This design comes from an exercise in tuning for small area and few clock cycles on the open sky130 flow, not from production work. Where RTL was checked, it was by simulation tests only, not by an equivalence proof against the original. Power and IR drop assume default switching activity.

==> flow/design.v (excerpt) <==
module byte_stream_tokenizer (
  input  logic         clk_i,
  input  logic         rst_ni,
  input  logic         s_axis_tvalid,
  output logic         s_axis_tready,
  input  logic [7:0]   s_axis_tdata,
  output logic         m_axis_tvalid,
  input  logic         m_axis_tready,
  output logic [127:0] m_axis_tdata,
  output logic [4:0]   m_axis_tuser,
  output logic         m_axis_tlast
);
For scale: ~1,300 cells after synthesis.
export LEC_CHECK = 0
export ABC_AREA = 1
export CAP_MARGIN = 20
export CORE_MARGIN = 2
export CORE_UTILIZATION = 65
export PLACE_DENSITY = 0.75
export SLEW_MARGIN = 20
create_clock -name core_clock -period 6.0 [get_ports {clk_i}]
standard.sh (not shown) runs the stock make flow with config.mk's settings and CLKGATE_MAP_FILE= SYNTH_SCRIPT=/design/flow/synth_recipe.tcl, a recipe that flattens the netlist after the stock synthesis.
==> flow/flow/run.sh <==
#!/bin/bash
# Layout flow: the standard flow, with the port buffers made from the
# smallest buffer cell and a clock tree of smaller buffers without dummy loads.
set -e
export BUFFER_PORTS_ARGS="-buffer_cell sky130_fd_sc_hd__buf_1"
export CTS_ARGS="-sink_clustering_enable -repair_clock_nets -dont_use_dummy_load -buf_list sky130_fd_sc_hd__clkbuf_8"
bash standard.sh > standard.log 2>&1
The starting point completed with no timing, DRC or antenna violations.
Testbench counts at the start, summed over its fixed seeds: cycles 48,226.
Then changed:
Settings changed: CORE_UTILIZATION 65 to 40, PLACE_DENSITY 0.75 to not set.
The new run ran to the end with no violations. Area after synthesis stays the same. Routed wire length goes up by about 5.4%. Global-route usage goes down by 9.5 points. Clock power stays flat. Die area goes up by about 60%.
Then changed:
==> flow/run.sh (new file) <==
#!/bin/bash
# synth_recipe.tcl (not shown) runs the flow's synth.tcl, then flattens the netlist and writes it again
# the make line also repeats each setting of config.mk as NAME=value (left out here)
make -C /OpenROAD-flow-scripts/flow DESIGN_CONFIG=/design/flow/config.mk WORK_HOME=/design/flow/orfs CLKGATE_MAP_FILE= SYNTH_SCRIPT=/design/flow/synth_recipe.tcl finish
Settings changed: ABC_AREA 1 to not set.
removed: flow/flow/run.sh
removed: flow/standard.sh
Setup slack loses 0.57 ns.
Total power is higher by 33%.
Final cell count came out lower by about 12%.
Core utilization went up by 4.9 points.
Final area climbs by 11%.
Combinational power rises by 38%.
Area after synthesis falls by about 0.6%.
Via count shrinks by 5.7%.
Then changed:
==> flow/flow/run.sh (new file) <==
#!/bin/bash
# Layout flow: the standard flow, with the port buffers made from the
# smallest buffer cell and a clock tree of smaller buffers without dummy loads.
set -e
export BUFFER_PORTS_ARGS="-buffer_cell sky130_fd_sc_hd__buf_1"
export CTS_ARGS="-sink_clustering_enable -repair_clock_nets -dont_use_dummy_load -buf_list sky130_fd_sc_hd__clkbuf_8"
bash standard.sh > standard.log 2>&1
==> flow/standard.sh (new file) <==
#!/bin/bash
# synth_recipe.tcl (not shown) runs the flow's synth.tcl, then flattens the netlist and writes it again
# the make line also repeats each setting of config.mk as NAME=value (left out here)
make -C /OpenROAD-flow-scripts/flow DESIGN_CONFIG=/design/flow/config.mk WORK_HOME=/design/flow/orfs CLKGATE_MAP_FILE= SYNTH_SCRIPT=/design/flow/synth_recipe.tcl "${@:-finish}"
removed: flow/run.sh
=> Sequential power is about the same; combinational power falls by about 20%; worst setup slack gets better by 0.19 ns.

---

byte_stream_tokenizer, a different RTL version from the one above (not shown whole).
For scale: ~1100 cells after synthesis, roughly 160 flip-flops, roughly 150 I/O pins, about 11000 µm² of cells after synthesis.
==> flow/config.mk <==
export PLATFORM = sky130hd
export DESIGN_NAME = byte_stream_tokenizer
export DESIGN_NICKNAME = byte_stream_tokenizer
export VERILOG_FILES = /design/flow/design.v
export SDC_FILE = /design/flow/constraint.sdc
export NUM_CORES = 4
export LEC_CHECK = 0
export CAP_MARGIN = 20
export CORE_MARGIN = 2
export CORE_UTILIZATION = 40
export SLEW_MARGIN = 20
==> flow/constraint.sdc <==
create_clock -name core_clock -period 6.0 [get_ports {clk_i}]
set_input_delay 1.2000 -clock core_clock [delete_from_list [all_inputs] [get_ports {clk_i}]]
set_output_delay 1.2000 -clock core_clock [all_outputs]
set_load 0.01 [all_outputs]
==> flow/flow/run.sh <==
#!/bin/bash
# Layout flow: the standard flow, with the port buffers made from the
# smallest buffer cell and a clock tree of smaller buffers without dummy loads.
set -e
export BUFFER_PORTS_ARGS="-buffer_cell sky130_fd_sc_hd__buf_1"
export CTS_ARGS="-sink_clustering_enable -repair_clock_nets -dont_use_dummy_load -buf_list sky130_fd_sc_hd__clkbuf_8 -sink_clustering_size 30 -sink_clustering_max_diameter 100"
bash standard.sh > standard.log 2>&1
The baseline went through all stages and came out clean.
Next try:
--- a/flow/flow/run.sh
+++ b/flow/flow/run.sh
@@ -6 +6 @@
-export CTS_ARGS="-sink_clustering_enable -repair_clock_nets -dont_use_dummy_load -buf_list sky130_fd_sc_hd__clkbuf_8 -sink_clustering_size 30 -sink_clustering_max_diameter 100"
+export CTS_ARGS="-sink_clustering_enable -repair_clock_nets -dont_use_dummy_load -buf_list sky130_fd_sc_hd__clkbuf_16 -sink_clustering_size 50 -sink_clustering_max_diameter 150 -sink_buffer_max_cap_derate 1.0"
- ABC_AREA: unset -> 1
Power falls by 2.4%.
Routed wire length shrinks by 0.64%.
Clock skew goes down by 0.013 ns.
Clock-buffer cell count is unchanged.
Worst hold slack got worse by 0.021 ns.
First-iteration DRC count goes up by 42%.
Die area climbs by 1.6%.
Maximum frequency went up by 8.5%.
Final area came out higher by 2.2%.
Setup slack improved by 0.42 ns.
Next try:
==> flow/flow/run.sh (replaced) <==
#!/bin/bash
# Layout flow: the standard flow, with the port buffers made from the
# smallest buffer cell and a clock tree of smaller buffers without dummy loads.
set -e
export BUFFER_PORTS_ARGS="-buffer_cell sky130_fd_sc_hd__buf_1"
export CTS_ARGS="-sink_clustering_enable -repair_clock_nets -dont_use_dummy_load -buf_list sky130_fd_sc_hd__clkbuf_8 -sink_clustering_size 30 -sink_buffer_max_cap_derate 1.0"
bash standard.sh > standard.log 2>&1
What happened: Clock-buffer cell count does not change. Final cell count stays the same. Final area drops slightly. Setup slack is better by 0.0030 ns. Total power drops by a little under a tenth. Routed wire length is about the same. Combinational power barely changes. Global-route usage stays flat. Die area is unchanged.
Function was not checked in any run of this note: the RTL went through the layout flow alone.

[static timing again, ports no longer ideal]
The results above use ideal ports. As a check the final layouts listed here were re-extracted and re-timed, cells and wires unchanged.
Step 1: set_driving_cell puts a clkbuf_16 on clk_i and a buf_2 on each other input, an assumption about the parent block.
Step 2 times the ports against the registers' clock, not the clock port: input delays grow and output delays shrink by t, the midpoint of the rising clock arrivals with the driver on.
a / b / c = ideal / step 1 / step 2; a / b = the first two.
| run | t (ns) | setup WS [ns] | hold WS [ns] | worst setup path at the end | slew at the worst register clock pin (ns) |
|---|---|---|---|---|---|
| the first run of note 1 | 0.480 | 1.356 / 1.356 / 1.356 | 0.523 / 0.523 / 0.523 | register to register | 0.10 / 0.10 |
| the second run of note 1 | 0.473 | 1.319 / 1.319 / 1.319 | 0.530 / 0.530 / 0.530 | register to register | 0.10 / 0.10 |
| the third run of note 1 | 0.477 | 0.753 / 0.707 / 0.904 | 0.597 / 0.597 / 0.597 | register to register | 0.08 / 0.08 |
| the fourth run of note 1 | 0.491 | 0.946 / 0.946 / 0.946 | 0.591 / 0.591 / 0.591 | register to register | 0.13 / 0.13 |
| the first run of note 2 | 0.489 | 0.585 / 0.544 / 0.269 | 0.541 / 0.541 / 0.541 | input to register | 0.11 / 0.11 |
| the second run of note 2 | 0.466 | 1.008 / 1.008 / 0.622 | 0.520 / 0.520 / 0.520 | input to register | 0.07 / 0.07 |
| the third run of note 2 | 0.494 | 1.011 / 1.011 / 0.640 | 0.522 / 0.522 / 0.522 | input to register | 0.10 / 0.10 |
After both steps setup and hold are still met in every run listed. The setup slack of the second run of note 2, which loses most, moves by 0.000 ns with the drivers and by -0.386 ns with both steps.
